This is an optimization exercise on Yosys and OpenROAD, whose aim is a short achievable clock period and few clock cycles, not a production implementation.
At most, simulation tests tie the RTL to the original design; equivalence was not proved.
The RTL of run 4 was laid out without a check of its function.
Power and IR drop assume default switching activity.

`flow/design.v`:
```
package csr_pkg;
    typedef enum logic [11:0] {
        CSR_SATP     = 12'h180,
        CSR_MSTATUS  = 12'h300,
        CSR_MIE      = 12'h304,
        CSR_MTVEC    = 12'h305,
        CSR_MSCRATCH = 12'h340,
        CSR_MEPC     = 12'h341,
        CSR_MCAUSE   = 12'h342,
        CSR_MTVAL    = 12'h343,
        CSR_MIP      = 12'h344,
        CSR_MCYCLE   = 12'hB00,
        CSR_MHARTID  = 12'hF14
    } csr_addr_e;
    localparam logic [31:0] MSTATUS_MASK = 32'h0000_1888;
    localparam logic [31:0] MTVEC_MASK   = 32'hFFFF_FFFC;
    localparam logic [31:0] MIP_MASK     = 32'h0000_0888;
    localparam int MSTATUS_MIE    = 3;
    localparam int MSTATUS_MPIE   = 7;
    localparam int MSTATUS_MPP_LO = 11;
    typedef struct packed {
        logic [31:0] mstatus;
        logic [31:0] mtvec;
        logic [31:0] mip;
        logic [31:0] mie;
        logic [31:0] mscratch;
        logic [31:0] mcause;
        logic [31:0] mtval;
        logic [31:0] mepc;
        logic [31:0] mcycle;
        logic [31:0] mhartid;
        logic [31:0] satp;
    } csr_pack;
endpackage
package core_pkg;
    localparam int XLEN = 32;
    typedef enum logic [2:0] {
        CSR_RW,
        CSR_RS,
        CSR_RC,
        CSR_RWI,
        CSR_RSI,
        CSR_RCI
    } csr_op_e;
    typedef struct packed {
        logic            valid;
        csr_op_e         op;
        logic [11:0]     addr;
        logic [XLEN-1:0] rs1_data;
        logic [4:0]      zimm;
        logic            rs1_zero;
    } csr_req;
    typedef struct packed {
        logic            csr_write_enable;
        logic [11:0]     csr_dest_addr;
        logic [XLEN-1:0] csr_write_data;
    } csr_writer;
    typedef struct packed {
        logic            trap_valid;
        logic            mret_valid;
        logic [XLEN-1:0] cause;
        logic [XLEN-1:0] pc;
        logic [XLEN-1:0] tval;
    } trap_req;
    typedef struct packed {
        logic            valid;
        logic [XLEN-1:0] pc;
    } redirect;
endpackage
`timescale 1ns/10ps
module csr (
    input  logic                clk,
    input  logic                rst,
    input  logic [10:0]         we,
    input  logic [31:0]         operand,
    input  logic                op_set,
    input  logic                op_clr,
    input  logic                trap_valid,
    input  logic                mret_valid,
    input  logic [31:0]         trap_cause,
    input  logic [31:0]         trap_pc,
    input  logic [31:0]         trap_tval,
    output csr_pkg::csr_pack    csrs
);
    csr_pkg::csr_pack r;
    assign csrs = r;
    function automatic logic [31:0] upd(input logic [31:0] old, input logic [31:0] opnd,
                                        input logic set, input logic clr);
        if (set)      upd = old | opnd;
        else if (clr) upd = old & ~opnd;
        else          upd = opnd;
    endfunction
    logic [31:0] st_trap, st_mret;
    always_comb begin
        st_trap = r.mstatus;
        st_trap[csr_pkg::MSTATUS_MPIE] = r.mstatus[csr_pkg::MSTATUS_MIE];
        st_trap[csr_pkg::MSTATUS_MIE] = 1'b0;
        st_trap[csr_pkg::MSTATUS_MPP_LO +: 2] = 2'b11;
        st_mret = r.mstatus;
        st_mret[csr_pkg::MSTATUS_MIE] = r.mstatus[csr_pkg::MSTATUS_MPIE];
        st_mret[csr_pkg::MSTATUS_MPIE] = 1'b1;
        st_mret[csr_pkg::MSTATUS_MPP_LO +: 2] = 2'b11;
    end
    always_ff @(posedge clk or posedge rst) begin
        if (rst) begin
            r <= '0;
        end else begin
            if (trap_valid)
                r.mstatus <= st_trap & csr_pkg::MSTATUS_MASK;
            else if (mret_valid)
                r.mstatus <= st_mret & csr_pkg::MSTATUS_MASK;
            else if (we[10])
                r.mstatus <= upd(r.mstatus, operand, op_set, op_clr) & csr_pkg::MSTATUS_MASK;
            if (we[9]) r.mtvec <= upd(r.mtvec, operand, op_set, op_clr) & csr_pkg::MTVEC_MASK;
            if (we[8]) r.mip   <= upd(r.mip,   operand, op_set, op_clr) & csr_pkg::MIP_MASK;
            if (we[7]) r.mie   <= upd(r.mie,   operand, op_set, op_clr);
            if (we[6]) r.mscratch <= upd(r.mscratch, operand, op_set, op_clr);
            if (trap_valid)  r.mcause <= trap_cause;
            else if (we[5])  r.mcause <= upd(r.mcause, operand, op_set, op_clr);
            if (trap_valid)  r.mtval  <= trap_tval;
            else if (we[4])  r.mtval  <= upd(r.mtval, operand, op_set, op_clr);
            if (trap_valid)  r.mepc   <= trap_pc;
            else if (we[3])  r.mepc   <= upd(r.mepc, operand, op_set, op_clr);
            if (we[2]) r.mcycle <= upd(r.mcycle, operand, op_set, op_clr);
            else       r.mcycle <= r.mcycle + 32'd1;
            if (we[1]) r.mhartid <= upd(r.mhartid, operand, op_set, op_clr);
            if (we[0]) r.satp    <= upd(r.satp,    operand, op_set, op_clr);
        end
    end
endmodule
`timescale 1ns/10ps
module csr_exec #(
    parameter int NSLICE = 8
) (
    input  core_pkg::csr_req              req,
    input  logic                          trap_valid,
    input  logic                          mret_valid,
    input  csr_pkg::csr_pack              csrs,
    output logic [core_pkg::XLEN-1:0]     rd_data,
    output logic                          illegal,
    output logic [10:0]                   we,
    output logic [core_pkg::XLEN-1:0]     operand,
    output logic                          op_set,
    output logic                          op_clr
);
    localparam int SW = core_pkg::XLEN / NSLICE;
    logic [11:0] a;
    logic        imm_form;
    logic        src_zero;
    logic        is_rw;
    logic        wr_ok;
    logic [10:0] hit;
    assign a = req.addr;
    assign hit[10] = (a == csr_pkg::CSR_MSTATUS);
    assign hit[9]  = (a == csr_pkg::CSR_MTVEC);
    assign hit[8]  = (a == csr_pkg::CSR_MIP);
    assign hit[7]  = (a == csr_pkg::CSR_MIE);
    assign hit[6]  = (a == csr_pkg::CSR_MSCRATCH);
    assign hit[5]  = (a == csr_pkg::CSR_MCAUSE);
    assign hit[4]  = (a == csr_pkg::CSR_MTVAL);
    assign hit[3]  = (a == csr_pkg::CSR_MEPC);
    assign hit[2]  = (a == csr_pkg::CSR_MCYCLE);
    assign hit[1]  = (a == csr_pkg::CSR_MHARTID);
    assign hit[0]  = (a == csr_pkg::CSR_SATP);
    addr_check u_chk (
        .valid   (req.valid),
        .a       (a),
        .illegal (illegal)
    );
    for (genvar g = 0; g < NSLICE; g++) begin : g_rd
        rd_slice #(.LO(g * SW), .W(SW)) u_rd (
            .a        (a),
            .mstatus  (csrs.mstatus[g*SW +: SW]),
            .mtvec    (csrs.mtvec[g*SW +: SW]),
            .mip      (csrs.mip[g*SW +: SW]),
            .mie      (csrs.mie[g*SW +: SW]),
            .mscratch (csrs.mscratch[g*SW +: SW]),
            .mcause   (csrs.mcause[g*SW +: SW]),
            .mtval    (csrs.mtval[g*SW +: SW]),
            .mepc     (csrs.mepc[g*SW +: SW]),
            .mcycle   (csrs.mcycle[g*SW +: SW]),
            .mhartid  (csrs.mhartid[g*SW +: SW]),
            .satp     (csrs.satp[g*SW +: SW]),
            .rd       (rd_data[g*SW +: SW])
        );
    end
    assign imm_form = (req.op == core_pkg::CSR_RWI) || (req.op == core_pkg::CSR_RSI) ||
                      (req.op == core_pkg::CSR_RCI);
    assign is_rw    = (req.op == core_pkg::CSR_RW) || (req.op == core_pkg::CSR_RWI);
    assign op_set   = (req.op == core_pkg::CSR_RS) || (req.op == core_pkg::CSR_RSI);
    assign op_clr   = (req.op == core_pkg::CSR_RC) || (req.op == core_pkg::CSR_RCI);
    assign operand  = imm_form ? {{(core_pkg::XLEN-5){1'b0}}, req.zimm} : req.rs1_data;
    assign src_zero = imm_form ? (req.zimm == 5'd0) : req.rs1_zero;
    assign wr_ok = req.valid && !trap_valid && !mret_valid && !(src_zero && !is_rw);
    assign we    = hit & {11{wr_ok}};
endmodule
module rd_slice #(
    parameter int LO = 0,
    parameter int W  = 8
) (
    input  logic [11:0]  a,
    input  logic [W-1:0] mstatus,
    input  logic [W-1:0] mtvec,
    input  logic [W-1:0] mip,
    input  logic [W-1:0] mie,
    input  logic [W-1:0] mscratch,
    input  logic [W-1:0] mcause,
    input  logic [W-1:0] mtval,
    input  logic [W-1:0] mepc,
    input  logic [W-1:0] mcycle,
    input  logic [W-1:0] mhartid,
    input  logic [W-1:0] satp,
    output logic [W-1:0] rd
);
    localparam logic [W-1:0] M_STATUS = csr_pkg::MSTATUS_MASK[LO +: W];
    localparam logic [W-1:0] M_TVEC   = csr_pkg::MTVEC_MASK[LO +: W];
    localparam logic [W-1:0] M_IP     = csr_pkg::MIP_MASK[LO +: W];
    logic s_mstatus, s_mtvec, s_mip, s_mie, s_mscratch, s_mcause;
    logic s_mtval, s_mepc, s_mcycle, s_mhartid, s_satp;
    assign s_mstatus  = !a[2] && !a[6] && !a[7] && !a[11];    
    assign s_mtvec    = a[0] && a[2];                         
    assign s_mip      = a[2] && a[6];                         
    assign s_mie      = !a[0] && a[2] && !a[6] && !a[11];     
    assign s_mscratch = !a[0] && !a[1] && !a[2] && a[6];      
    assign s_mcause   = !a[0] && a[1];                        
    assign s_mtval    = a[0] && a[1];                         
    assign s_mepc     = a[0] && !a[1] && !a[2];               
    assign s_mcycle   = !a[2] && a[11];                       
    assign s_mhartid  = a[4];                                 
    assign s_satp     = a[7];                                 
    assign rd = ({W{s_mstatus}}  & mstatus & M_STATUS)
              | ({W{s_mtvec}}    & mtvec & M_TVEC)
              | ({W{s_mip}}      & mip & M_IP)
              | ({W{s_mie}}      & mie)
              | ({W{s_mscratch}} & mscratch)
              | ({W{s_mcause}}   & mcause)
              | ({W{s_mtval}}    & mtval)
              | ({W{s_mepc}}     & mepc)
              | ({W{s_mcycle}}   & mcycle)
              | ({W{s_mhartid}}  & mhartid)
              | ({W{s_satp}}     & satp);
endmodule
module addr_check (
    input  logic        valid,
    input  logic [11:0] a,
    output logic        illegal
);
    logic common, g3, lo30, lo34, k3, k180, kb00, kf14, known;
    assign common = a[8] && !a[5] && !a[3];
    assign g3   = !a[11] && !a[10] && a[9] && !a[7] && !a[4];
    assign lo30 = !a[6] && !a[1] && (a[2] || !a[0]);
    assign lo34 = a[6] && (!a[2] || (!a[1] && !a[0]));
    assign k3   = g3 && (lo30 || lo34);
    assign k180 = !a[11] && !a[10] && !a[9] && a[7] && !a[6] && !a[4] && !a[2] && !a[1] && !a[0];
    assign kb00 = a[11] && !a[10] && a[9] && !a[7] && !a[6] && !a[4] && !a[2] && !a[1] && !a[0];
    assign kf14 = a[11] && a[10] && a[9] && !a[7] && !a[6] && a[4] && a[2] && !a[1] && !a[0];
    assign known   = common && (k3 || k180 || kb00 || kf14);
    assign illegal = valid && !known;
endmodule
`timescale 1ns/10ps
module trap_seq (
    input  logic                rst,
    input  core_pkg::trap_req   trap,
    input  csr_pkg::csr_pack    csrs,
    output logic                busy,
    output core_pkg::redirect   redir
);
    assign busy        = 1'b0;
    assign redir.valid = !rst && (trap.trap_valid || trap.mret_valid);
    assign redir.pc    = trap.trap_valid ? csrs.mtvec : csrs.mepc;
endmodule
`timescale 1ns/10ps
module csr_unit (
    input  logic                          clk,
    input  logic                          rst,
    input  core_pkg::csr_req              req,
    input  core_pkg::trap_req             trap,
    output logic [core_pkg::XLEN-1:0]     rd_data,
    output logic                          illegal,
    output logic                          busy,
    output core_pkg::redirect             redir,
    output csr_pkg::csr_pack              csrs
);
    logic [10:0]               we;
    logic [core_pkg::XLEN-1:0] operand;
    logic                      op_set;
    logic                      op_clr;
    csr_exec u_exec (
        .req        (req),
        .trap_valid (trap.trap_valid),
        .mret_valid (trap.mret_valid),
        .csrs       (csrs),
        .rd_data    (rd_data),
        .illegal    (illegal),
        .we         (we),
        .operand    (operand),
        .op_set     (op_set),
        .op_clr     (op_clr)
    );
    trap_seq u_seq (
        .rst   (rst),
        .trap  (trap),
        .csrs  (csrs),
        .busy  (busy),
        .redir (redir)
    );
    csr u_csr (
        .clk        (clk),
        .rst        (rst),
        .we         (we),
        .operand    (operand),
        .op_set     (op_set),
        .op_clr     (op_clr),
        .trap_valid (trap.trap_valid),
        .mret_valid (trap.mret_valid),
        .trap_cause (trap.cause),
        .trap_pc    (trap.pc),
        .trap_tval  (trap.tval),
        .csrs       (csrs)
    );
endmodule
`timescale 1ns/10ps
module csr_top (
    input  logic        clk,
    input  logic        rst,
    input  logic        req_valid,
    input  logic [2:0]  req_op,
    input  logic [11:0] req_addr,
    input  logic [31:0] req_rs1_data,
    input  logic [4:0]  req_zimm,
    input  logic        req_rs1_zero,
    input  logic        trap_valid,
    input  logic        mret_valid,
    input  logic [31:0] trap_cause,
    input  logic [31:0] trap_pc,
    input  logic [31:0] trap_tval,
    output logic [31:0] rd_data,
    output logic        illegal,
    output logic        busy,
    output logic        redir_valid,
    output logic [31:0] redir_pc,
    output logic [31:0] mstatus,
    output logic [31:0] mtvec,
    output logic [31:0] mip,
    output logic [31:0] mie,
    output logic [31:0] mscratch,
    output logic [31:0] mcause,
    output logic [31:0] mtval,
    output logic [31:0] mepc,
    output logic [31:0] mcycle,
    output logic [31:0] mhartid,
    output logic [31:0] satp
);
    core_pkg::csr_req  req;
    core_pkg::trap_req trap;
    core_pkg::redirect redir;
    csr_pkg::csr_pack  csrs;
    assign req.valid    = req_valid;
    assign req.op       = core_pkg::csr_op_e'(req_op);
    assign req.addr     = req_addr;
    assign req.rs1_data = req_rs1_data;
    assign req.zimm     = req_zimm;
    assign req.rs1_zero = req_rs1_zero;
    assign trap.trap_valid = trap_valid;
    assign trap.mret_valid = mret_valid;
    assign trap.cause      = trap_cause;
    assign trap.pc         = trap_pc;
    assign trap.tval       = trap_tval;
    csr_unit u_unit (
        .clk     (clk),
        .rst     (rst),
        .req     (req),
        .trap    (trap),
        .rd_data (rd_data),
        .illegal (illegal),
        .busy    (busy),
        .redir   (redir),
        .csrs    (csrs)
    );
    assign redir_valid = redir.valid;
    assign redir_pc    = redir.pc;
    assign mstatus  = csrs.mstatus;
    assign mtvec    = csrs.mtvec;
    assign mip      = csrs.mip;
    assign mie      = csrs.mie;
    assign mscratch = csrs.mscratch;
    assign mcause   = csrs.mcause;
    assign mtval    = csrs.mtval;
    assign mepc     = csrs.mepc;
    assign mcycle   = csrs.mcycle;
    assign mhartid  = csrs.mhartid;
    assign satp     = csrs.satp;
endmodule
```
`flow/run.sh`:
```
#!/bin/bash
# synth_recipe.tcl (not shown) runs the flow's synth.tcl, then flattens the netlist and writes it again
# the make line also repeats each setting of config.mk as NAME=value (left out here)
make -C /OpenROAD-flow-scripts/flow DESIGN_CONFIG=/design/flow/config.mk WORK_HOME=/design/flow/orfs CLKGATE_MAP_FILE= SYNTH_SCRIPT=/design/flow/synth_recipe.tcl finish
```
`flow/config.mk`:
```
export PLATFORM = sky130hd
export DESIGN_NAME = csr_top
export DESIGN_NICKNAME = csr_top
export VERILOG_FILES = /design/flow/design.v
export SDC_FILE = /design/flow/constraint.sdc
export NUM_CORES = 4
export LEC_CHECK = 0
export ABC_AREA = 1
export CAP_MARGIN = 20
export CORE_MARGIN = 2
export CORE_UTILIZATION = 50
export SETUP_SLACK_MARGIN = 2.2
export SLEW_MARGIN = 20
export SYNTH_HIERARCHICAL = 1
export SYNTH_MINIMUM_KEEP_SIZE = 0
```
`flow/constraint.sdc`:
```
create_clock -name core_clock -period 5.0 [get_ports {clk}]
set_input_delay 1.0000 -clock core_clock [delete_from_list [all_inputs] [get_ports {clk}]]
set_output_delay 1.0000 -clock core_clock [all_outputs]
set_load 0.01 [all_outputs]
```
==> flow_summary_export.csv, run 1 <==
group,metric,value,unit
status,outcome,"no timing/DRC/antenna violations",
layout,largestRegisters,"u_unit.u_csr.r: 293 flops",
power_and_ir_drop,leakage,13.09,nW
critical_path,critical_path_cell_count,10,
critical_path,reg2reg_from,"u_unit.u_csr.r[71]$_DFF_PP0_",
synth,avgSynthCellArea,7.110,sq um
power_and_ir_drop,ir_drop,0.2361,mV
cts,ctsRootBufferMaster,"clkbuf_16",
layout,fillCellCount,2698,
placement,dpl-instance-area,0.02375,sq mm
placement,portBuffers,512,
synth,yosys_warnings,7,
critical_path,slowest_delay,0.18,ns
grt,grt_pass1_vias,21415,
die,die_y,197.5,microns
synth,synthCells,2634,
worst_hold_path,worstHoldPathType,"reg -> reg",
grt,antenna_found_initial,4,
die,rows,70,
timing,period_share,0.6196,
layout,top_register,"u_unit.u_csr.r",
run,cap_violations,0,
critical_path,reg2reg_slack,3.18,ns
die,fp.coreArea,0.03679,sq mm
layout,layout_common_cells,"507 x nand2_1, 430 x clkdlybuf4s50_1, 339 x a21oi_1",
timing,slew_headroom,0.4590,
placement,dp.final_hpwl,52.90,mm
route,wl_met1,31.47,mm
layout,area.growth.synth_to_final,49.16,%
layout,drive_above_1_share,0.1748,
critical_path,critPathBufInv,5,
cts,clkTransAtPathRegs,0.06,ns
synth,synth.ff_latch_count,293,
timing,skew,0.01922,ns
cts,clkLatencyLatePin,0.53,ns
route,wl_per_cell,24.40,microns
critical_path,critical_path.cell_chain,"buf_16 -> buf_6 -> buf_16 -> inv_8 -> nor2_4 -> nand3_2 -> nand2_2 -> nor2_1 -> nand2_1 -> buf_2",
layout,final_cell_area,0.02793,sq mm
critical_path,start_kind,"input pin",
route,via_count,23011,
layout,final_common_cell,"nand2_1",
grt,grt_max_degree,146,
route,drc_errors,0,
cts,cts_buffers,34,
route,drt-initial-drc-count,3202,
timing,hold_violations,0,
route,met2_length,40.24,mm
cts,cts-htree-levels,2,
critical_path,cp-end-kind,"output port",
route,first_pass_iters,6,
route,wl_met3,11.59,mm
critical_path,cp_top_family,"buffers and inverters",
critical_path,critPathMostFrequentCell,"buf_16",
worst_hold_path,worstHoldPathCells,2,
placement,gp_congestion,0.9455,
timing,finalCriticalPeriod,3.098,ns
route,maxUsedRoutingLayer,"met5",
route,ant_nets,0,
timing,tightestPinTransition,0.8096,ns
layout,fin_nets,3331,
grt,grt_usage,0.4377,
die,start_util,0.5091,
critical_path,crit_fanout,9,
route,viasPerCell,6.270,
synth,ys_types,48,
worst_hold_path,holdPathEnd,"u_unit.u_csr.r[23]$_DFFE_PP0P_",
critical_path,r2r-end,"u_unit.u_csr.r[95]$_DFF_PP0_",
cts,cts_tree,"done",
timing,rsz0062_at_grt,"yes",
layout,largest_reg_flops,293,
worst_hold_path,hp-start,"u_unit.u_csr.r[23]$_DFFE_PP0P_",
cts,cts.path.max_buffers,3,
timing,setup_viol,0,
die,dieArea,0.03902,sq mm
grt,grt_pass1_wl,130.1,mm
power_and_ir_drop,p_per_area,258.3,mW/mm^2
die,dieWidth,197.5,microns
timing,fmax,0.3228,GHz
critical_path,cp.required,4.00,ns
synth,syn_area,0.01873,sq mm
synth,yosysSeqAreaShare,0.3915,
placement,pre_cts_slack,0.8621,ns
route,routed_wirelength,89.56,mm
grt,overflow,0,
die,ioPinCount,573,
critical_path,ff2ff_path_depth,9,
critical_path,worst_ep_arrival_time,2.10,ns
timing,final.setup.tns,0,ns
critical_path,crit_type,"in -> out",
critical_path,slowest_stage,"nor2_4",
timing,slew_viol_final,0,
cts,cts.sinks,293,
timing,setup_slack,1.902,ns
-- layer usage --
metal	vias up	track usage
met5	-	0
met4	2	0.2431
met3	452	0.09715
met2	1943	0.6911
met1	10806	0.5585
li1	9808	-
-- tightest hold or removal path: cells and delay by family, from the launching register on --
| family | cells | cell delay (ns) |
|---|---|---|
| compound gates | 2 | 0.16 |
| flops | 1 | 0.36 |
-- per-module statistics from Yosys, one instance, submodules excluded, excerpt --
module	flops+latches	cells inside	times used
trap_seq	0	108	1
csr	293	1735	1
addr_check	0	31	1
csr_exec	0	141	1
-- cells by family (layout without fill, tap and decap cells) --
kind of cell / count (synthesis) / count (layout) / synth area share
compound gates: 610 / 610 / 0.1804
xor+xnor: 3 / 3 / 0.001403
fa+ha+maj: 1 / 1 / 0.0006680
buf+inv: 385 / 884 / 0.1050
flops: 293 / 293 / 0.3915
other cells: 2 / 64 / 0.0004010
simple gates: 1340 / 1347 / 0.3206
-- how the worst max path moves through the flow --
stage,start,endpoint
2_1_floorplan,rst,u_unit.u_csr.r[0]$_DFFE_PP0P_
6_report,req_addr[2],rd_data[10]
4_1_cts,req_addr[2],rd_data[12]
5_1_grt,req_addr[2],rd_data[12]
3_5_place_dp,req_op[0],u_unit.u_csr.r[101]$_DFFE_PP0P_
3_3_place_gp,req_addr[1],illegal
-- stage by stage --
step / instances / power [W] / utilization / hold slack (ns)
2_1_floorplan: 2692 / 0.003563 / - / 0.5590
3_3_place_gp: 3491 / 0.004307 / 0.6457 / 0.5335
3_5_place_dp: 3491 / 0.004336 / 0.6457 / 0.5385
4_1_cts: 3636 / 0.007074 / 0.7381 / 0.5512
5_1_grt: 3669 / 0.007434 / 0.7593 / 0.5591
6_report: 3670 / 0.007216 / 0.7594 / 0.5548
-- cells in the mapped netlist, drive strengths merged --
master | instances | area share
o211ai | 18 | 0.0072
conb | 2 | 0.00040
dfrtp | 293 | 0.39
buf | 128 | 0.052
nor3 | 4 | 0.0019
clkbuf | 85 | 0.017
o21bai | 5 | 0.0020
nor4 | 3 | 0.0010
o21ai | 137 | 0.037
clkinv | 1 | 0.00020
nand4 | 13 | 0.0043
a22oi | 97 | 0.039
a211oi | 1 | 0.00040
nor3b | 4 | 0.0016
nand2 | 537 | 0.11
nor2 | 424 | 0.092
or2 | 34 | 0.013
and3 | 1 | 0.00033
o22ai | 6 | 0.0020
a21oi | 346 | 0.093
nand3b | 3 | 0.0012
inv | 171 | 0.035
xor2 | 3 | 0.0014
ha | 1 | 0.00067
nand3 | 317 | 0.095
-- cell type report --
type	instances	area, sq um	area share
antenna	4	10.01	0.0003583
clock buffer	50	1025	0.03669
clock inverter	8	95.09	0.003404
inverter	172	743.2	0.02661
multi-input combinational	2021	10700	0.3832
sequential	293	7332	0.2625
tap	468	585.6	0.02096
timing repair buffer	653	7408	0.2652
timing repair inverter	1	30.03	0.001075
-- where the power goes --
part	total (W)	internal [W]	switching (W)
Sequential	0.00271	0.00249	0.000221
Combinational	0.00194	0.000840	0.00110
Clock	0.00256	0.00152	0.00104
-- what timing repair did --
action                                  in CTS  in global routing
setup buffers                               57                 26
endpoints found under the setup margin     359                343
cloned                                      30                  4
hold buffers                                 0                  0
pin swaps                                   84                 64
gates resized for setup                    429                137
Testbench counts, summed over its fixed seeds: cycles 3,200.
==> run 2: changes to the inputs <==
--- a/flow/config.mk
+++ b/flow/config.mk
@@ -8,8 +8,9 @@
 export ABC_AREA = 1
 export CAP_MARGIN = 20
 export CORE_MARGIN = 2
-export CORE_UTILIZATION = 50
-export SETUP_SLACK_MARGIN = 2.2
+export CORE_UTILIZATION = 35
+export PLACE_DENSITY = 0.75
+export SETUP_SLACK_MARGIN = 3.0
 export SLEW_MARGIN = 20
 export SYNTH_HIERARCHICAL = 1
 export SYNTH_MINIMUM_KEEP_SIZE = 0
==> run 2 against run 1 <==
Compared with the run above:
- non-clock buffer count up 696
- final area up 42%
- critical endpoint is now rd_data[20]
- still clean on timing, DRC and antenna
- utilization down 0.95 points
- setup slack worse by 0.11 ns
- combinational power up 68%
- routed wire length up 63%
==> flow_summary_export.csv, run 2 <==
group,metric,value,unit
layout,drive_above_1_share,0.5569,
die,dieArea,0.05537,sq mm
timing,hold_violations,0,
placement,dp.final_hpwl,56.06,mm
route,via_count,29077,
critical_path,cp_top_family,"simple AND/OR/NAND/NOR gates",
synth,netlist.area_leader.share,0.3915,
layout,final_common_cell,"buf_6",
placement,dp.cells,3718,
critical_path,start_kind,"input pin",
layout,layout_common_cells,"500 x buf_6, 446 x nand2_1, 360 x buf_4",
critical_path,cp-end-kind,"output port",
synth,syn_area,0.01873,sq mm
route,routed_wirelength,145.8,mm
die,start_util,0.3549,
synth,ys.flop_type,"dfrtp_1",
layout,largest_reg_flops,293,
synth,avgSynthCellArea,7.110,sq um
timing,fmax,0.3116,GHz
grt,antenna_found_initial,5,
placement,portBuffers,512,
grt,grt_max_degree,115,
grt,grt_pass1_vias,26476,
critical_path,critPathMostFrequentCell,"nand2_1",
die,rows,84,
route,drt-initial-drc-count,3981,
layout,finish.utilization,0.7498,
route,ant_nets,0,
die,fp.coreArea,0.05276,sq mm
cts,cts.path.max_buffers,3,
timing,slew_viol_final,0,
cts,cts.sinks,293,
timing,finalCriticalPeriod,3.209,ns
placement,pre_cts_slack,0.8036,ns
layout,largestRegisters,"u_unit.u_csr.r: 293 flops",
critical_path,cp.required,4.00,ns
cts,clkTransAtPathRegs,0.06,ns
layout,multi_input_area,0.01330,sq mm
grt,grt_pass1_wl,183.6,mm
critical_path,slowest_stage,"buf_16",
die,die_y,235.3,microns
placement,gp_congestion,0.8878,
synth,ys_types,48,
timing,setup_slack,1.791,ns
timing,slew_headroom,0.5163,
critical_path,critical_path.cell_chain,"buf_16 -> inv_1 -> nor2_2 -> nand3_1 -> nand2_1 -> nor2_1 -> nand2_1 -> buf_2",
power_and_ir_drop,ir_drop,0.2727,mV
timing,final.setup.tns,0,ns
die,dieWidth,235.3,microns
cts,cts-htree-levels,2,
timing,tightestPinTransition,0.7256,ns
power_and_ir_drop,p_per_area,227.0,mW/mm^2
synth,synth.ff_latch_count,293,
synth,synthCells,2634,
synth,yosysMostFrequentCell,"nand2_1",
timing,period_share,0.6419,
layout,fillCellCount,3151,
timing,setup_viol,0,
critical_path,crit_fanout,18,
synth,yosysSeqAreaShare,0.3915,
synth,yosysTopAreaCell,"dfrtp_1",
grt,overflow,0,
layout,area.growth.synth_to_final,111.3,%
route,wl_per_cell,31.71,microns
synth,synth_edf_count,0,
timing,skew,0.02636,ns
status,outcome,"no timing/DRC/antenna violations",
critical_path,critPathBufInv,3,
synth,async_flop_share,1.000,
grt,grt_usage,0.4546,
synth,synth_common_cells,"525 x nand2_1, 400 x nor2_1, 344 x a21oi_1",
route,first_pass_iters,13,
power_and_ir_drop,p_total,0.008982,W
cts,ctsRootBufferMaster,"clkbuf_16",
critical_path,crit_type,"in -> out",
cts,cts-hold-fix-buffers,0,
cts,cts_buffers,38,
run,cap_violations,0,
layout,fin_nets,4033,
power_and_ir_drop,leakage,18.59,nW
worst_hold_path,worstHoldPathType,"reg -> reg",
layout,final-instance-count-excl-fill,4598,
critical_path,worst_ep_arrival_time,2.21,ns
layout,register_area,0.007442,sq mm
layout,top_register,"u_unit.u_csr.r",
route,viasPerCell,6.324,
timing,rsz0062_at_grt,"yes",
route,drc_errors,0,
synth,yosys_warnings,7,
die,ioPinCount,573,
cts,clkLatencyLatePin,0.59,ns
cts,cts_tree,"done",
synth,ys_top_cells_by_area,"dfrtp_1 39%, nand2_1 11%, a21oi_1 9.2%",
critical_path,slowest_delay,0.23,ns
-- run 2: per-stage QoR --
step           cell area (sq um)  hold slack [ns]
6_report                   39560           0.5697
5_1_grt                    39550           0.5922
4_1_cts                    36270           0.5503
3_5_place_dp               24800           0.5433
3_3_place_gp               24800           0.5300
2_1_floorplan              20230           0.5590
-- run 2: Yosys stat by module, one instance, submodules excluded, a selection --
| module | flops+latches | cells | copies in the design |
|---|---|---|---|
| csr_exec | 0 | 141 | 1 |
| trap_seq | 0 | 108 | 1 |
| addr_check | 0 | 31 | 1 |
| csr | 293 | 1735 | 1 |
-- run 2: path summary, 6_finish.rpt --
| check | slack, ns | start | depth (start not counted) | to |
|---|---|---|---|---|
| worst min-delay path | 0.57 | u_unit.u_csr.r[145]$_DFFE_PP0P_ | 2 | u_unit.u_csr.r[145]$_DFFE_PP0P_ |
| max in group asynchronous | 3.24 | rst | 3 | u_unit.u_csr.r[111]$_DFFE_PP0P_ |
| worst min register to register | 0.57 | u_unit.u_csr.r[145]$_DFFE_PP0P_ | 2 | u_unit.u_csr.r[145]$_DFFE_PP0P_ |
| worst max register to register | 2.92 | u_unit.u_csr.r[64]$_DFF_PP0_ | 9 | u_unit.u_csr.r[82]$_DFF_PP0_ |
| min in group asynchronous | 0.62 | rst | 2 | u_unit.u_csr.r[162]$_DFFE_PP0P_ |
| worst max-delay path | 1.79 | req_addr[6] | 8 | rd_data[20] |
-- run 2: report_power, final --
group	total (W)	leakage (nW)	switching, W	internal, W
sequential	0.00265	3.73	0.000146	0.00250
combinational	0.00325	14.2	0.00178	0.00147
clock	0.00308	0.656	0.00125	0.00183
-- run 2: what timing repair did --
item                       in CTS  in global routing
setup endpoints to repair     652                652
buffers inserted              581                119
gates resized for setup      2656                558
pin swaps                     198                192
gates cloned                   99                  9
-- run 2: per-layer routing --
metal	routed length [microns]	vias up	GRT usage
met4	16640	8	0.3733
met3	22380	1209	0.1630
met2	60110	2932	0.6757
met1	46430	13639	0.5255
li1	-	11289	-
met5	227	-	0.01558
-- run 2: kinds of logic (layout without fill, tap and decap cells) --
kind of cell             count (synthesis)  count (layout)  share of synthesized area
other                                    2              66                  0.0004010
XOR/XNOR                                 3               3                   0.001403
AO/OA/AOI/OAI                          610             610                     0.1804
adder cells (fa/ha/maj)                  1               1                  0.0006680
flip-flops                             293             293                     0.3915
buffers and inverters                  385            1595                     0.1050
AND/OR/NAND/NOR                       1340            1342                     0.3206
-- run 2: worst reg2reg max path: cells and delay by family, from the launching register on --
kind / cells / cell delay (ns)
and+or+nand+nor: 7 / 1.10
adders and majority gates: 1 / 0.25
DFF: 1 / 0.42
buffers and inverters: 1 / 0.19
-- run 2: final cells by class --
| class | instances | share of cell area |
|---|---|---|
| Sequential cell | 293 | 0.1881 |
| Clock buffer | 53 | 0.02853 |
| Clock inverter | 13 | 0.005060 |
| Antenna cell | 6 | 0.0003795 |
| Inverter | 172 | 0.02141 |
| Multi-Input combinational cell | 2016 | 0.3361 |
| Timing Repair inverter | 8 | 0.002499 |
| Timing Repair Buffer | 1349 | 0.3961 |
| Tap cell | 688 | 0.02176 |
==> run 3: changes to the inputs <==
--- a/flow/config.mk
+++ b/flow/config.mk
@@ -9,7 +9,6 @@
 export CAP_MARGIN = 20
 export CORE_MARGIN = 2
 export CORE_UTILIZATION = 35
-export PLACE_DENSITY = 0.75
 export SETUP_SLACK_MARGIN = 3.0
 export SLEW_MARGIN = 20
 export SYNTH_HIERARCHICAL = 1
==> run 3 against run 2 <==
Compared with the run above:
- die area stayed put
- routed wire length decreased by 9.3%
- synthesized cell count is the same
- clock skew is 0.0081 ns lower
- synthesized area unchanged
- via count fell by 5.6%
- total power is 0.92% lower
- worst hold slack worse by 0.016 ns
- final cell count shrank 1.1%
- highest routed layer unchanged
- setup slack better by 0.15 ns
- combinational power is 9.8% lower
- still clean on timing, DRC and antenna
- clock power up 7.1%
==> flow_summary_export.csv, run 3 <==
group,metric,value,unit
layout,multi_input_area,0.01356,sq mm
timing,timing.hold.ws,0.5537,ns
timing,period_share,0.6129,
synth,ys_top_cells_by_area,"dfrtp_1 39%, nand2_1 11%, a21oi_1 9.2%",
grt,grt_usage,0.4405,
timing,slew_viol_final,0,
route,routed_wirelength,132.3,mm
placement,portBuffers,512,
grt,antenna_found_initial,3,
die,rows,84,
worst_hold_path,worstHoldPathCells,2,
timing,rsz0062_at_grt,"yes",
route,drc_errors,0,
layout,largest_reg_flops,293,
cts,cts.path.max_buffers,3,
critical_path,worst_ep_arrival_time,2.06,ns
critical_path,crit_fanout,6,
critical_path,cp-end-kind,"output port",
layout,drive_above_1_share,0.5684,
synth,synth_common_cells,"525 x nand2_1, 400 x nor2_1, 344 x a21oi_1",
timing,final.setup.tns,0,ns
synth,ys.flop_type,"dfrtp_1",
die,die_y,235.3,microns
layout,final_common_cell,"buf_6",
route,ant_nets,0,
synth,yosysMostFrequentCell,"nand2_1",
synth,ys_types,48,
grt,grt_pass1_vias,26206,
synth,synth.ff_latch_count,293,
timing,skew,0.01828,ns
die,dieArea,0.05537,sq mm
synth,yosysTopAreaCell,"dfrtp_1",
timing,fmax,0.3263,GHz
layout,area.growth.synth_to_final,109.4,%
timing,hold_violations,0,
timing,tightestPinTransition,0.9872,ns
timing,slew_headroom,0.3383,
layout,fin_nets,3980,
synth,async_flop_share,1.000,
cts,clkTransAtPathRegs,0.06,ns
timing,setup_slack,1.936,ns
synth,yosys_warnings,7,
die,start_util,0.3549,
power_and_ir_drop,p_per_area,227.0,mW/mm^2
timing,setup_viol,0,
cts,cts.sinks,293,
layout,fillCellCount,3451,
synth,yosysSeqAreaShare,0.3915,
critical_path,start_kind,"input pin",
cts,cts_buffers,38,
cts,cts_tree,"done",
route,first_pass_iters,6,
die,fp.coreArea,0.05276,sq mm
layout,largestRegisters,"u_unit.u_csr.r: 293 flops",
worst_hold_path,worstHoldPathType,"reg -> reg",
cts,clkLatencyLatePin,0.57,ns
layout,register_area,0.007475,sq mm
critical_path,cp.required,4.00,ns
placement,pre_cts_slack,1.042,ns
power_and_ir_drop,ir_drop,0.2288,mV
route,wl_per_cell,29.10,microns
die,ioPinCount,573,
grt,overflow,0,
layout,top_register,"u_unit.u_csr.r",
synth,netlist.area_leader.share,0.3915,
synth,avgSynthCellArea,7.110,sq um
cts,cts-htree-levels,2,
critical_path,ff2ff_path_depth,9,
run,cap_violations,0,
placement,dp.final_hpwl,58.15,mm
power_and_ir_drop,leakage,18.19,nW
synth,syn_area,0.01873,sq mm
placement,gp_congestion,0.8910,
synth,synth_edf_count,0,
route,drt-initial-drc-count,3113,
route,via_count,27442,
cts,ctsRootBufferMaster,"clkbuf_16",
layout,layout_common_cells,"513 x buf_6, 446 x nand2_1, 325 x buf_4",
route,viasPerCell,6.037,
critical_path,crit_type,"in -> out",
grt,grt_pass1_wl,179.4,mm
grt,grt_max_degree,103,
synth,synthCells,2634,
die,dieWidth,235.3,microns
status,outcome,"no timing/DRC/antenna violations",
timing,finalCriticalPeriod,3.064,ns
-- run 3: cell counts after synthesis --
No cell type changed its count.
-- run 3: final timing paths --
check	slack (ns)	to	from
worst min register to register	0.55	u_unit.u_csr.r[19]$_DFFE_PP0P_	u_unit.u_csr.r[19]$_DFFE_PP0P_
min in group asynchronous	0.99	u_unit.u_csr.r[65]$_DFF_PP0_	rst
worst min-delay path	0.55	u_unit.u_csr.r[19]$_DFFE_PP0P_	u_unit.u_csr.r[19]$_DFFE_PP0P_
max in group asynchronous	3.25	u_unit.u_csr.r[178]$_DFFE_PP0P_	rst
worst max-delay path	1.94	rd_data[6]	req_addr[2]
worst max register to register	3.05	u_unit.u_csr.r[74]$_DFF_PP0_	u_unit.u_csr.r[64]$_DFF_PP0_
-- run 3: through the flow --
step                        util  power (W)  instance area (sq um)  instances
after floorplan                -   0.003645                  20230       2692
after global placement    0.4708   0.004416                  24840       3723
after detailed placement  0.4708   0.004436                  24840       3723
after CTS                 0.6835   0.008515                  36060       4437
after global routing      0.7431   0.009103                  39210       4544
final                     0.7432   0.008899                  39210       4546
-- run 3: cell families after synthesis --
| logic type | count (synthesis) | share of synthesized area |
|---|---|---|
| simple gates | 1340 | 0.3206 |
| buf+inv | 385 | 0.1050 |
| xor+xnor | 3 | 0.001403 |
| other cells | 2 | 0.0004010 |
| flops | 293 | 0.3915 |
| compound gates | 610 | 0.1804 |
| fa+ha+maj | 1 | 0.0006680 |
-- run 3: critical path: stages --
cell     delay (ns)
buf_16         0.14
buf_16         0.15
buf_8          0.14
inv_8          0.05
nor2_4         0.13
nand3_1        0.10
nand2_1        0.09
nor2_1         0.04
nand2_1        0.07
buf_2          0.13
-- run 3: routing by layer --
| layer | track usage | part of all wire |
|---|---|---|
| met1 | 0.5393 | 0.35 |
| met2 | 0.6683 | 0.43 |
| met3 | 0.1256 | 0.13 |
| met4 | 0.3111 | 0.090 |
| met5 | 0 | 0.000098 |
-- run 3: area by class of cell --
| cell class | instances | share of cell area |
|---|---|---|
| antenna | 3 | 0.0001915 |
| clock buffer | 54 | 0.02971 |
| clock inverter | 16 | 0.007786 |
| inverter | 172 | 0.02081 |
| multi-input combinational | 2017 | 0.3459 |
| sequential | 293 | 0.1906 |
| tap | 688 | 0.02195 |
| timing repair buffer | 1294 | 0.3796 |
| timing repair inverter | 9 | 0.003446 |
-- run 3: Yosys stat by module, one instance, submodules excluded, excerpt --
module      cells inside  area [sq um]  times used
csr                 1735         14560           1
trap_seq             108         483.0           1
csr_exec             141         649.4           1
addr_check            31         133.9           1
-- run 3: report_power, final --
group,switching (W),total [W],internal (W),leakage (nW)
registers,0.000159,0.00266,0.00250,3.68
clock network,0.00122,0.00330,0.00209,0.729
logic,0.00161,0.00293,0.00132,13.8
total,0.00299,0.00890,0.00591,18.2
-- run 3: what timing repair did --
action                      CTS  global route
hold buffers                  0             0
hold endpoints to repair      0             0
buffers inserted            548           103
cloned                       96             3
pin swaps                   230           142
gates resized for setup    2751           524
setup endpoints to repair   882           827
==> run 4: changes to the inputs <==
--- a/flow/design.v
+++ b/flow/design.v
@@ -167,9 +167,14 @@
         .a       (a),
         .illegal (illegal)
     );
+    logic [11:0] pd;
+    rd_predec u_pd (
+        .a  (a),
+        .pd (pd)
+    );
     for (genvar g = 0; g < NSLICE; g++) begin : g_rd
         rd_slice #(.LO(g * SW), .W(SW)) u_rd (
-            .a        (a),
+            .pd       (pd),
             .mstatus  (csrs.mstatus[g*SW +: SW]),
             .mtvec    (csrs.mtvec[g*SW +: SW]),
             .mip      (csrs.mip[g*SW +: SW]),
@@ -194,11 +199,28 @@
     assign wr_ok = req.valid && !trap_valid && !mret_valid && !(src_zero && !is_rw);
     assign we    = hit & {11{wr_ok}};
 endmodule
+module rd_predec (
+    input  logic [11:0] a,
+    output logic [11:0] pd
+);
+    assign pd[0]  = !a[1] && !a[0];
+    assign pd[1]  = !a[1] &&  a[0];
+    assign pd[2]  =  a[1] && !a[0];
+    assign pd[3]  =  a[1] &&  a[0];
+    assign pd[4]  = !a[6] && !a[2];
+    assign pd[5]  = !a[6] &&  a[2];
+    assign pd[6]  =  a[6] && !a[2];
+    assign pd[7]  =  a[6] &&  a[2];
+    assign pd[8]  = !a[11] && !a[7] && !a[4];
+    assign pd[9]  =  a[11] && !a[4];
+    assign pd[10] =  a[4];
+    assign pd[11] =  a[7];
+endmodule
 module rd_slice #(
     parameter int LO = 0,
     parameter int W  = 8
 ) (
-    input  logic [11:0]  a,
+    input  logic [11:0]  pd,
     input  logic [W-1:0] mstatus,
     input  logic [W-1:0] mtvec,
     input  logic [W-1:0] mip,
@@ -217,17 +239,17 @@
     localparam logic [W-1:0] M_IP     = csr_pkg::MIP_MASK[LO +: W];
     logic s_mstatus, s_mtvec, s_mip, s_mie, s_mscratch, s_mcause;
     logic s_mtval, s_mepc, s_mcycle, s_mhartid, s_satp;
-    assign s_mstatus  = !a[2] && !a[6] && !a[7] && !a[11];    
-    assign s_mtvec    = a[0] && a[2];                         
-    assign s_mip      = a[2] && a[6];                         
-    assign s_mie      = !a[0] && a[2] && !a[6] && !a[11];     
-    assign s_mscratch = !a[0] && !a[1] && !a[2] && a[6];      
-    assign s_mcause   = !a[0] && a[1];                        
-    assign s_mtval    = a[0] && a[1];                         
-    assign s_mepc     = a[0] && !a[1] && !a[2];               
-    assign s_mcycle   = !a[2] && a[11];                       
-    assign s_mhartid  = a[4];                                 
-    assign s_satp     = a[7];                                 
+    assign s_mstatus  = pd[4] && pd[8];             
+    assign s_mtvec    = pd[5] && pd[1];             
+    assign s_mip      = pd[7];                      
+    assign s_mie      = pd[5] && pd[0] && pd[8];    
+    assign s_mscratch = pd[6] && pd[0];             
+    assign s_mcause   = pd[2];                      
+    assign s_mtval    = pd[3];                      
+    assign s_mepc     = pd[6] && pd[1];             
+    assign s_mcycle   = pd[9];                      
+    assign s_mhartid  = pd[10];                     
+    assign s_satp     = pd[11];                     
     assign rd = ({W{s_mstatus}}  & mstatus & M_STATUS)
               | ({W{s_mtvec}}    & mtvec & M_TVEC)
               | ({W{s_mip}}      & mip & M_IP)
==> run 4 against run 3 <==
Compared with the run above:
- register-to-register slack lost 0.03 ns
- via count fell by 1.6%
- clock-buffer cell count rose by 4
- final area shrank 2.2%
- final cell count rose by 0.18%
- non-clock buffer count grew 85
- maximum frequency shrank 9.8%
- synthesized area shrank 2.3%
- global-route usage shrank 2.0 points
- sequential cell count unchanged
- synthesized cell count down 2.1%
- critical path depth rose by 2
- critical path type unchanged
- largest power group is now combinational logic
==> flow_summary_export.csv, run 4 <==
group,metric,value,unit
grt,grt_usage,0.4202,
die,ioPinCount,573,
die,dieArea,0.05411,sq mm
route,first_pass_iters,6,
route,drc_errors,0,
timing,finalCriticalPeriod,3.398,ns
power_and_ir_drop,net-switching-power,0.002844,W
cts,cts.sinks,293,
route,routed_wirelength,128.9,mm
layout,fillCellCount,3422,
synth,async_flop_share,1.000,
route,wl_per_cell,28.31,microns
synth,yosysMostFrequentCell,"nand2_1",
power_and_ir_drop,ir_drop,0.2033,mV
critical_path,cp.required,4.00,ns
synth,synth.ff_latch_count,293,
timing,skew,0.01436,ns
grt,grt_pass1_vias,24974,
synth,yosys-mux-area-fraction,0,
power_and_ir_drop,swShare,0.3394,
layout,multi_input_area,0.01239,sq mm
status,outcome,"no timing/DRC/antenna violations",
power_and_ir_drop,p_total,0.008381,W
synth,ys.flop_type,"dfrtp_1",
die,dieWidth,232.6,microns
layout,largest_reg_flops,293,
critical_path,worst_ep_arrival_time,2.40,ns
grt,overflow,0,
die,start_util,0.3551,
route,ant_nets,0,
layout,register_area,0.007412,sq mm
cts,cts-htree-levels,2,
placement,portBuffers,512,
synth,synthCells,2579,
layout,area.growth.synth_to_final,109.6,%
power_and_ir_drop,pwr-share-seq,0.314,
synth,synth_common_cells,"604 x nand2_1, 383 x nor2_1, 342 x a21oi_1",
synth,avgSynthCellArea,7.092,sq um
grt,grt_max_degree,129,
timing,rsz0062_at_grt,"yes",
worst_hold_path,hp-start,"u_unit.u_csr.r[64]$_DFF_PP0_",
timing,tightestPinTransition,0.9365,ns
critical_path,critPathMostFrequentCell,"buf_6",
run,cap_violations,0,
worst_hold_path,worstHoldPathType,"reg -> reg",
synth,synth_compound_area_frac,0.1841,
power_and_ir_drop,combPwrFrac,0.352,
critical_path,reg2reg_from,"u_unit.u_csr.r[72]$_DFF_PP0_",
layout,fin_nets,4004,
synth,ys_top_cells_by_area,"dfrtp_1 40%, nand2_1 12%, a21oi_1 9.4%",
cts,cts_tree,"done",
critical_path,slowest_stage,"buf_12",
layout,top_register,"u_unit.u_csr.r",
synth,synth_top_family_by_area,"simple AND/OR/NAND/NOR gates",
timing,slew_viol_final,0,
cts,clkTransAtPathRegs,0.06,ns
timing,setup_viol,0,
critical_path,crit_path_start,"req_addr[6]",
synth,synth_edf_count,0,
grt,grt_pass1_wl,166.3,mm
synth,synth_simple_gate_area_frac,0.3132,
timing,timing.hold.ws,0.5441,ns
layout,layout_common_cells,"555 x buf_6, 523 x nand2_1, 373 x buf_4",
timing,fmax,0.2943,GHz
synth,synth-xor-area-share,0.001436,
die,fp.coreArea,0.05151,sq mm
timing,period_share,0.6795,
synth,yosys.area_share.adder,0.0006840,
cts,ctsRootBufferMaster,"clkbuf_16",
cts,clkLatencyLatePin,0.57,ns
power_and_ir_drop,p_per_area,218.6,mW/mm^2
layout,largestRegisters,"u_unit.u_csr.r: 293 flops",
timing,slew_headroom,0.3722,
layout,final_common_cell,"buf_6",
critical_path,slowest_delay,0.15,ns
synth,ys_types,45,
synth,netlist.area_leader.share,0.4008,
critical_path,crit_fanout,6,
synth,yosysTopAreaCell,"dfrtp_1",
die,die_y,232.6,microns
cts,cts-hold-fix-buffers,0,
route,viasPerCell,5.927,
synth,yosysSeqAreaShare,0.4008,
power_and_ir_drop,p_clk_frac,0.333,
critical_path,start_kind,"input pin",
route,drt-initial-drc-count,3530,
power_and_ir_drop,leakage,17.92,nW
critical_path,crit_type,"in -> out",
cts,cts_buffers,37,
die,rows,83,
timing,hold_violations,0,
critical_path,cp-end-kind,"output port",
grt,antenna_found_initial,2,
placement,gp_congestion,0.9519,
critical_path,critical_path.cell_chain,"buf_6 -> buf_6 -> buf_6 -> nor2_4 -> buf_12 -> buf_8 -> buf_16 -> nand2_2 -> nor2_2 -> nor2_2 -> nand3_1 -> buf_2",
cts,cts.path.max_buffers,3,
power_and_ir_drop,internal_power,0.005537,W
layout,drive_above_1_share,0.5345,
synth,syn_area,0.01829,sq mm
route,via_count,26993,
timing,final.setup.tns,0,ns
placement,dp.final_hpwl,56.11,mm
synth,yosys_warnings,7,
==> run 4: power by group through the flow <==
stage	sequential [W]	combinational (W)	clock, W
floorplan	0.00272	0.000880	0
global placement	0.00273	0.00164	0
detailed placement	0.00273	0.00166	0
CTS	0.00262	0.00252	0.00277
global route	0.00264	0.00307	0.00288
finish	0.00264	0.00295	0.00279
==> run 4: cell families (layout without fill, tap and decap cells) <==
kind of cell | count (synthesis) | in the layout
buffers and inverters | 366 | 1599
other | 2 | 61
xor gates and xnor gates | 3 | 3
and+or+nand+nor | 1306 | 1309
DFF | 293 | 293
AOI/OAI and AO/OA | 608 | 608
adders and majority gates | 1 | 1
==> run 4: path summary, 6_finish.rpt <==
kind | endpoint | slack, ns | cells past startpoint
max | rd_data[7] | 1.60 | 12
min | u_unit.u_csr.r[64]$_DFF_PP0_ | 0.54 | 1
max reg2reg | u_unit.u_csr.r[87]$_DFF_PP0_ | 3.02 | 11
min reg2reg | u_unit.u_csr.r[64]$_DFF_PP0_ | 0.54 | 1
max in group asynchronous | u_unit.u_csr.r[331]$_DFFE_PP0P_ | 3.30 | 3
min in group asynchronous | u_unit.u_csr.r[98]$_DFFE_PP0P_ | 0.80 | 2
==> run 4: modules after synthesis (local to each module, per instance), excerpt <==
module	cell area, sq um	flip-flops and latches	cells
csr	14560	293	1735
csr_exec	649.4	0	141
trap_seq	483.0	0	108
addr_check	133.9	0	31
rd_predec	86.33	0	21
==> run 4: timing repair <==
| item | in CTS | in global routing |
|---|---|---|
| buffers inserted | 595 | 138 |
| endpoints found under the setup margin | 780 | 674 |
| gates resized for setup | 2480 | 622 |
| gates cloned | 73 | 18 |
| pin swaps | 178 | 138 |
==> run 4: worst max-delay path: cells and delay by family <==
family | cells | cell delay [ns]
buf+inv | 7 | 0.90
simple gates | 5 | 0.47
==> run 4: through the flow <==
stage / cells / worst slack (ns) / cell area, sq um / utilization
floorplan: 2637 / 0.1109 / 19730 / -
global route: 4553 / 1.615 / 38340 / 0.7443
global placement: 3666 / 0.5524 / 24590 / 0.4773
CTS: 4397 / 1.684 / 34740 / 0.6745
finish: 4554 / 1.602 / 38340 / 0.7443
detailed placement: 3666 / 0.5245 / 24590 / 0.4773
==> run 4: cell type report <==
type,count,area share
Tap cell,680,0.02219
Timing Repair Buffer,1379,0.4078
Clock inverter,5,0.002676
Multi-Input combinational cell,1981,0.3232
Inverter,151,0.01912
Antenna cell,1,0.00006527
Clock buffer,58,0.02882
Timing Repair inverter,6,0.002807
Sequential cell,293,0.1933
==> run 4: routing by layer <==
| metal | global-route usage | wire (microns) |
|---|---|---|
| met1 | 0.4930 | 43500 |
| met2 | 0.6643 | 56820 |
| met3 | 0.1026 | 15150 |
| met4 | 0.3177 | 13390 |
| met5 | 0 | 41 |
==> run 5: changes to the inputs <==
--- a/flow/design.v
+++ b/flow/design.v
@@ -149,32 +149,29 @@
     logic        src_zero;
     logic        is_rw;
     logic        wr_ok;
-    logic [10:0] hit;
+    logic        known;
     assign a = req.addr;
-    assign hit[10] = (a == csr_pkg::CSR_MSTATUS);
-    assign hit[9]  = (a == csr_pkg::CSR_MTVEC);
-    assign hit[8]  = (a == csr_pkg::CSR_MIP);
-    assign hit[7]  = (a == csr_pkg::CSR_MIE);
-    assign hit[6]  = (a == csr_pkg::CSR_MSCRATCH);
-    assign hit[5]  = (a == csr_pkg::CSR_MCAUSE);
-    assign hit[4]  = (a == csr_pkg::CSR_MTVAL);
-    assign hit[3]  = (a == csr_pkg::CSR_MEPC);
-    assign hit[2]  = (a == csr_pkg::CSR_MCYCLE);
-    assign hit[1]  = (a == csr_pkg::CSR_MHARTID);
-    assign hit[0]  = (a == csr_pkg::CSR_SATP);
+    logic [10:0] wsel;
+    assign wsel[10] = !a[2] && !a[6] && !a[7] && !a[11];    
+    assign wsel[9]  = a[0] && a[2];                         
+    assign wsel[8]  = a[2] && a[6];                         
+    assign wsel[7]  = !a[0] && a[2] && !a[6] && !a[11];     
+    assign wsel[6]  = !a[0] && !a[1] && !a[2] && a[6];      
+    assign wsel[5]  = !a[0] && a[1];                        
+    assign wsel[4]  = a[0] && a[1];                         
+    assign wsel[3]  = a[0] && !a[1] && !a[2];               
+    assign wsel[2]  = !a[2] && a[11];                       
+    assign wsel[1]  = a[4];                                 
+    assign wsel[0]  = a[7];                                 
     addr_check u_chk (
         .valid   (req.valid),
         .a       (a),
+        .known   (known),
         .illegal (illegal)
     );
-    logic [11:0] pd;
-    rd_predec u_pd (
-        .a  (a),
-        .pd (pd)
-    );
     for (genvar g = 0; g < NSLICE; g++) begin : g_rd
         rd_slice #(.LO(g * SW), .W(SW)) u_rd (
-            .pd       (pd),
+            .a        (a),
             .mstatus  (csrs.mstatus[g*SW +: SW]),
             .mtvec    (csrs.mtvec[g*SW +: SW]),
             .mip      (csrs.mip[g*SW +: SW]),
@@ -197,30 +194,13 @@
     assign operand  = imm_form ? {{(core_pkg::XLEN-5){1'b0}}, req.zimm} : req.rs1_data;
     assign src_zero = imm_form ? (req.zimm == 5'd0) : req.rs1_zero;
     assign wr_ok = req.valid && !trap_valid && !mret_valid && !(src_zero && !is_rw);
-    assign we    = hit & {11{wr_ok}};
-endmodule
-module rd_predec (
-    input  logic [11:0] a,
-    output logic [11:0] pd
-);
-    assign pd[0]  = !a[1] && !a[0];
-    assign pd[1]  = !a[1] &&  a[0];
-    assign pd[2]  =  a[1] && !a[0];
-    assign pd[3]  =  a[1] &&  a[0];
-    assign pd[4]  = !a[6] && !a[2];
-    assign pd[5]  = !a[6] &&  a[2];
-    assign pd[6]  =  a[6] && !a[2];
-    assign pd[7]  =  a[6] &&  a[2];
-    assign pd[8]  = !a[11] && !a[7] && !a[4];
-    assign pd[9]  =  a[11] && !a[4];
-    assign pd[10] =  a[4];
-    assign pd[11] =  a[7];
+    assign we    = wsel & {11{wr_ok && known}};
 endmodule
 module rd_slice #(
     parameter int LO = 0,
     parameter int W  = 8
 ) (
-    input  logic [11:0]  pd,
+    input  logic [11:0]  a,
     input  logic [W-1:0] mstatus,
     input  logic [W-1:0] mtvec,
     input  logic [W-1:0] mip,
@@ -239,17 +219,17 @@
     localparam logic [W-1:0] M_IP     = csr_pkg::MIP_MASK[LO +: W];
     logic s_mstatus, s_mtvec, s_mip, s_mie, s_mscratch, s_mcause;
     logic s_mtval, s_mepc, s_mcycle, s_mhartid, s_satp;
-    assign s_mstatus  = pd[4] && pd[8];             
-    assign s_mtvec    = pd[5] && pd[1];             
-    assign s_mip      = pd[7];                      
-    assign s_mie      = pd[5] && pd[0] && pd[8];    
-    assign s_mscratch = pd[6] && pd[0];             
-    assign s_mcause   = pd[2];                      
-    assign s_mtval    = pd[3];                      
-    assign s_mepc     = pd[6] && pd[1];             
-    assign s_mcycle   = pd[9];                      
-    assign s_mhartid  = pd[10];                     
-    assign s_satp     = pd[11];                     
+    assign s_mstatus  = !a[2] && !a[6] && !a[7] && !a[11];    
+    assign s_mtvec    = a[0] && a[2];                         
+    assign s_mip      = a[2] && a[6];                         
+    assign s_mie      = !a[0] && a[2] && !a[6] && !a[11];     
+    assign s_mscratch = !a[0] && !a[1] && !a[2] && a[6];      
+    assign s_mcause   = !a[0] && a[1];                        
+    assign s_mtval    = a[0] && a[1];                         
+    assign s_mepc     = a[0] && !a[1] && !a[2];               
+    assign s_mcycle   = !a[2] && a[11];                       
+    assign s_mhartid  = a[4];                                 
+    assign s_satp     = a[7];                                 
     assign rd = ({W{s_mstatus}}  & mstatus & M_STATUS)
               | ({W{s_mtvec}}    & mtvec & M_TVEC)
               | ({W{s_mip}}      & mip & M_IP)
@@ -265,9 +245,10 @@
 module addr_check (
     input  logic        valid,
     input  logic [11:0] a,
+    output logic        known,
     output logic        illegal
 );
-    logic common, g3, lo30, lo34, k3, k180, kb00, kf14, known;
+    logic common, g3, lo30, lo34, k3, k180, kb00, kf14;
     assign common = a[8] && !a[5] && !a[3];
     assign g3   = !a[11] && !a[10] && a[9] && !a[7] && !a[4];
     assign lo30 = !a[6] && !a[1] && (a[2] || !a[0]);
--- a/flow/config.mk
+++ b/flow/config.mk
@@ -9,7 +9,7 @@
 export CAP_MARGIN = 20
 export CORE_MARGIN = 2
 export CORE_UTILIZATION = 35
-export SETUP_SLACK_MARGIN = 3.0
+export SETUP_SLACK_MARGIN = 2.5
 export SLEW_MARGIN = 20
 export SYNTH_HIERARCHICAL = 1
 export SYNTH_MINIMUM_KEEP_SIZE = 0
==> run 5 against run 4 <==
Compared with the run above:
- highest routed layer unchanged
- sequential share of layout area is 3.1 points higher
- global-route usage down 2.1 points
- maximum frequency increased by 10%
- first-iteration DRC count fell by 19%
- critical path depth down 2
- routed wire length shrank 8.4%
- setup slack gained 0.31 ns
- largest power group is now clock
==> flow_summary_export.csv, run 5 <==
group,metric,value,unit
status,outcome,"no timing/DRC/antenna violations",
route,viasPerCell,5.923,
die,dieArea,0.05466,sq mm
grt,gr-usage-met2,0.6344,
synth,yosysTopAreaCell,"dfrtp_1",
timing,tightestPinTransition,0.9249,ns
timing,skew,0.02571,ns
critical_path,cp.required,4.00,ns
placement,portBuffers,512,
power_and_ir_drop,leakage,15.69,nW
timing,slew_headroom,0.3811,
synth,ys.flop_type,"dfrtp_1",
synth,async_flop_share,1.000,
synth,yosysMostFrequentCell,"nand2_1",
layout,final_common_cell,"nand2_1",
layout,fin_nets,3550,
critical_path,worst_ep_arrival_time,2.08,ns
layout,largest_reg_flops,293,
critical_path,slowest_stage,"nor2_4",
layout,top_register,"u_unit.u_csr.r",
route,drc_errors,0,
critical_path,critPathBufInv,5,
grt,grt_max_degree,119,
cts,cts.path.max_buffers,3,
layout,layout_common_cells,"457 x nand2_1, 336 x nor2_1, 286 x dlygate4sd2_1",
cts,cts_buffers,37,
timing,period_share,0.6167,
grt,overflow,0,
power_and_ir_drop,p_per_area,236.7,mW/mm^2
cts,cts.sinks,293,
route,wl_per_cell,28.72,microns
synth,synth_common_cells,"532 x nand2_1, 403 x nor2_1, 346 x a21oi_1",
power_and_ir_drop,swShare,0.3504,
grt,met1_usage,0.4973,
grt,antenna_found_initial,5,
route,via_count,24355,
timing,hold_violations,0,
placement,gp_congestion,0.9501,
synth,avgSynthCellArea,7.051,sq um
die,start_util,0.3531,
die,die_y,233.8,microns
synth,synthCells,2621,
cts,clkTransAtPathRegs,0.06,ns
die,rows,84,
grt,grtUsageMet3,0.08427,
layout,drive_above_1_share,0.3696,
power_and_ir_drop,pwr-share-seq,0.349,
grt,grt_usage,0.3989,
placement,dpl-instance-area,0.02402,sq mm
critical_path,crit_type,"in -> out",
grt,gr-max-usage-layer,"met2",
timing,slew_viol_final,0,
layout,largestRegisters,"u_unit.u_csr.r: 293 flops",
critical_path,cp_top_family,"buffers and inverters",
cts,cts_tree,"done",
synth,yosys_warnings,7,
synth,yosysSeqAreaShare,0.3968,
power_and_ir_drop,net-switching-power,0.002758,W
layout,fillCellCount,4426,
route,drt-initial-drc-count,2859,
route,ant_nets,0,
placement,dp.final_hpwl,56.42,mm
critical_path,start_kind,"input pin",
synth,netlist.area_leader.share,0.3968,
cts,ctsRootBufferMaster,"clkbuf_16",
die,fp.coreArea,0.05234,sq mm
critical_path,cp-end-kind,"output port",
timing,setup_viol,0,
die,dieWidth,233.8,microns
synth,ys_types,44,
timing,fmax,0.3243,GHz
critical_path,crit_fanout,5,
critical_path,slowest_delay,0.17,ns
synth,synth.ff_latch_count,293,
power_and_ir_drop,combPwrFrac,0.299,
grt,grt_pass1_vias,22283,
power_and_ir_drop,internal_power,0.005112,W
critical_path,critPathMostFrequentCell,"buf_16",
power_and_ir_drop,p_clk_frac,0.352,
cts,cts-htree-levels,2,
worst_hold_path,worstHoldPathType,"reg -> reg",
route,first_pass_iters,8,
synth,synth_edf_count,0,
timing,final.setup.tns,0,ns
timing,rsz0062_at_grt,"yes",
power_and_ir_drop,ir_drop,0.2035,mV
synth,ys_top_cells_by_area,"dfrtp_1 40%, nand2_1 11%, a21oi_1 9.4%",
grt,grt_pass1_wl,156.8,mm
critical_path,critical_path.cell_chain,"buf_16 -> buf_16 -> buf_12 -> clkinv_8 -> nor2_4 -> nand3_2 -> nand2_2 -> nor2_1 -> nand2_1 -> buf_6",
layout,final_cell_area,0.03326,sq mm
run,cap_violations,0,
route,routed_wirelength,118.1,mm
cts,clkLatencyLatePin,0.58,ns
die,ioPinCount,573,
timing,finalCriticalPeriod,3.084,ns
synth,syn_area,0.01848,sq mm
layout,area.growth.synth_to_final,79.95,%
run 5: changes by cell type after synthesis, sizes merged, moves of 2 or more:
cell	previous run	this run
buf	126	120
nor3b	4	0
nor4	3	0
nor2	397	424
clkbuf	89	91
nand3	235	310
inv	150	169
nand4	11	9
a21oi	344	346
nand2	615	548
o21ai	137	135
run 5: layer usage:
metal,vias to the layer above,wire (microns),share of wire
li1,10244,-,-
met1,11698,42270,0.36
met2,1869,53420,0.45
met3,542,13240,0.11
met4,2,9174,0.078
met5,-,11,0.000093
run 5: repair_timing:
item	CTS	global route
setup buffers	191	44
pin swaps	72	259
gates cloned	83	17
hold buffers	0	0
resized for setup	1104	603
setup endpoints to repair	652	358
run 5: layout make-up:
type,count,area (sq um),share of cell area
Antenna cell,4,10.01,0.0003010
Clock buffer,53,1119,0.03364
Clock inverter,11,96.34,0.002897
Inverter,170,753.2,0.02265
Multi-Input combinational cell,2006,12260,0.3686
Sequential cell,293,7446,0.2239
Tap cell,688,860.8,0.02589
Timing Repair Buffer,879,10570,0.3177
Timing Repair inverter,8,147.6,0.004440
run 5: final timing paths:
kind | slack (ns) | endpoint | depth (start not counted) | from
setup / recovery | 1.92 | rd_data[7] | 10 | req_addr[2]
hold / removal | 0.55 | u_unit.u_csr.r[40]$_DFFE_PP0P_ | 2 | u_unit.u_csr.r[40]$_DFFE_PP0P_
setup reg to reg | 3.07 | u_unit.u_csr.r[74]$_DFF_PP0_ | 8 | u_unit.u_csr.r[64]$_DFF_PP0_
hold reg to reg | 0.55 | u_unit.u_csr.r[40]$_DFFE_PP0P_ | 2 | u_unit.u_csr.r[40]$_DFFE_PP0P_
max in group asynchronous | 3.06 | u_unit.u_csr.r[85]$_DFF_PP0_ | 3 | rst
min in group asynchronous | 0.72 | u_unit.u_csr.r[165]$_DFFE_PP0P_ | 2 | rst
run 5: worst register-to-register path: stages (launching register included):
cell     delay [ns]
dfrtp_2        0.47
ha_1           0.27
nand2_1        0.16
nor2_4         0.25
nand2_4        0.13
nor2_1         0.22
nand2_1        0.13
nand3_4        0.11
o21ai_1        0.07
run 5: power groups by stage:
stage | Clock, W | Sequential (W) | Combinational [W]
3_5_place_dp | 0 | 0.00279 | 0.00169
5_1_grt | 0.00287 | 0.00276 | 0.00248
3_3_place_gp | 0 | 0.00279 | 0.00168
4_1_cts | 0.00277 | 0.00273 | 0.00208
2_1_floorplan | 0 | 0.00276 | 0.000859
6_report | 0.00277 | 0.00275 | 0.00235
run 5: kinds of logic after synthesis:
group / synth area share
compound gates: 0.1821
buf+inv: 0.1035
simple gates: 0.3152
flops: 0.3968
other cells: 0.0004064
xor+xnor: 0.001422
fa+ha+maj: 0.0006769
run 5: modules after synthesis (local to each module, per instance), a selection:
| module | flip-flops and latches | times used | cells inside | cell area [sq um] |
|---|---|---|---|---|
| addr_check | 0 | 1 | 34 | 143.9 |
| csr_exec | 0 | 1 | 123 | 520.5 |
| trap_seq | 0 | 1 | 108 | 483.0 |
| csr | 293 | 1 | 1737 | 14440 |
run 5: metrics by stage:
stage               setup WS (ns)  cells  power [W]  utilization  hold slack [ns]
floorplan                  0.1109   2679   0.003619            -           0.5590
global placement            1.071   3709   0.004466       0.4590           0.5346
detailed placement          1.019   3709   0.004483       0.4590           0.5449
CTS                         2.006   4047   0.007573       0.5748           0.5529
global route                1.904   4109   0.008111       0.6352           0.5750
finish                      1.916   4112   0.007870       0.6354           0.5508
Testbench counts of run 5, summed over its fixed seeds: cycles 3,200.

-- port drivers added, routing unchanged --
No port has a modelled driver above. Below, the same layouts with a new extraction and two added sets of constraints. Step 1: set_driving_cell puts a clkbuf_16 on clk and a buf_2 on each other input, an assumption about the parent block. Step 2 also shifts input and output timing later by t, the mid clock arrival at the registers, as if the neighbouring blocks saw the same clock. Three values: ideal ports, drivers, drivers and shift; two values: the first two.
| run | t (ns) | setup slack, ns | hold slack, ns | slew at the worst register clock pin (ns) | worst data-port slew with drivers (ns) |
|---|---|---|---|---|---|
| run 1 | 0.584 | 1.902 / 1.645 / 1.645 | 0.555 / 0.555 / 0.555 | 0.06 / 0.06 | 0.32 |
| run 2 | 0.641 | 1.791 / 1.427 / 1.427 | 0.570 / 0.570 / 0.570 | 0.07 / 0.07 | 0.48 |
| run 3 | 0.627 | 1.936 / 1.580 / 1.433 | 0.554 / 0.554 / 0.554 | 0.07 / 0.07 | 0.50 |
| run 4 | 0.626 | 1.602 / 1.567 / 1.567 | 0.544 / 0.544 / 0.544 | 0.07 / 0.07 | 0.31 |
| run 5 | 0.624 | 1.916 / 1.666 / 1.367 | 0.551 / 0.551 / 0.551 | 0.07 / 0.07 | 0.38 |
After both steps every run listed still meets setup and hold. The setup slack of run 5, which loses most, moves by -0.250 ns with the drivers and by -0.549 ns with both steps.
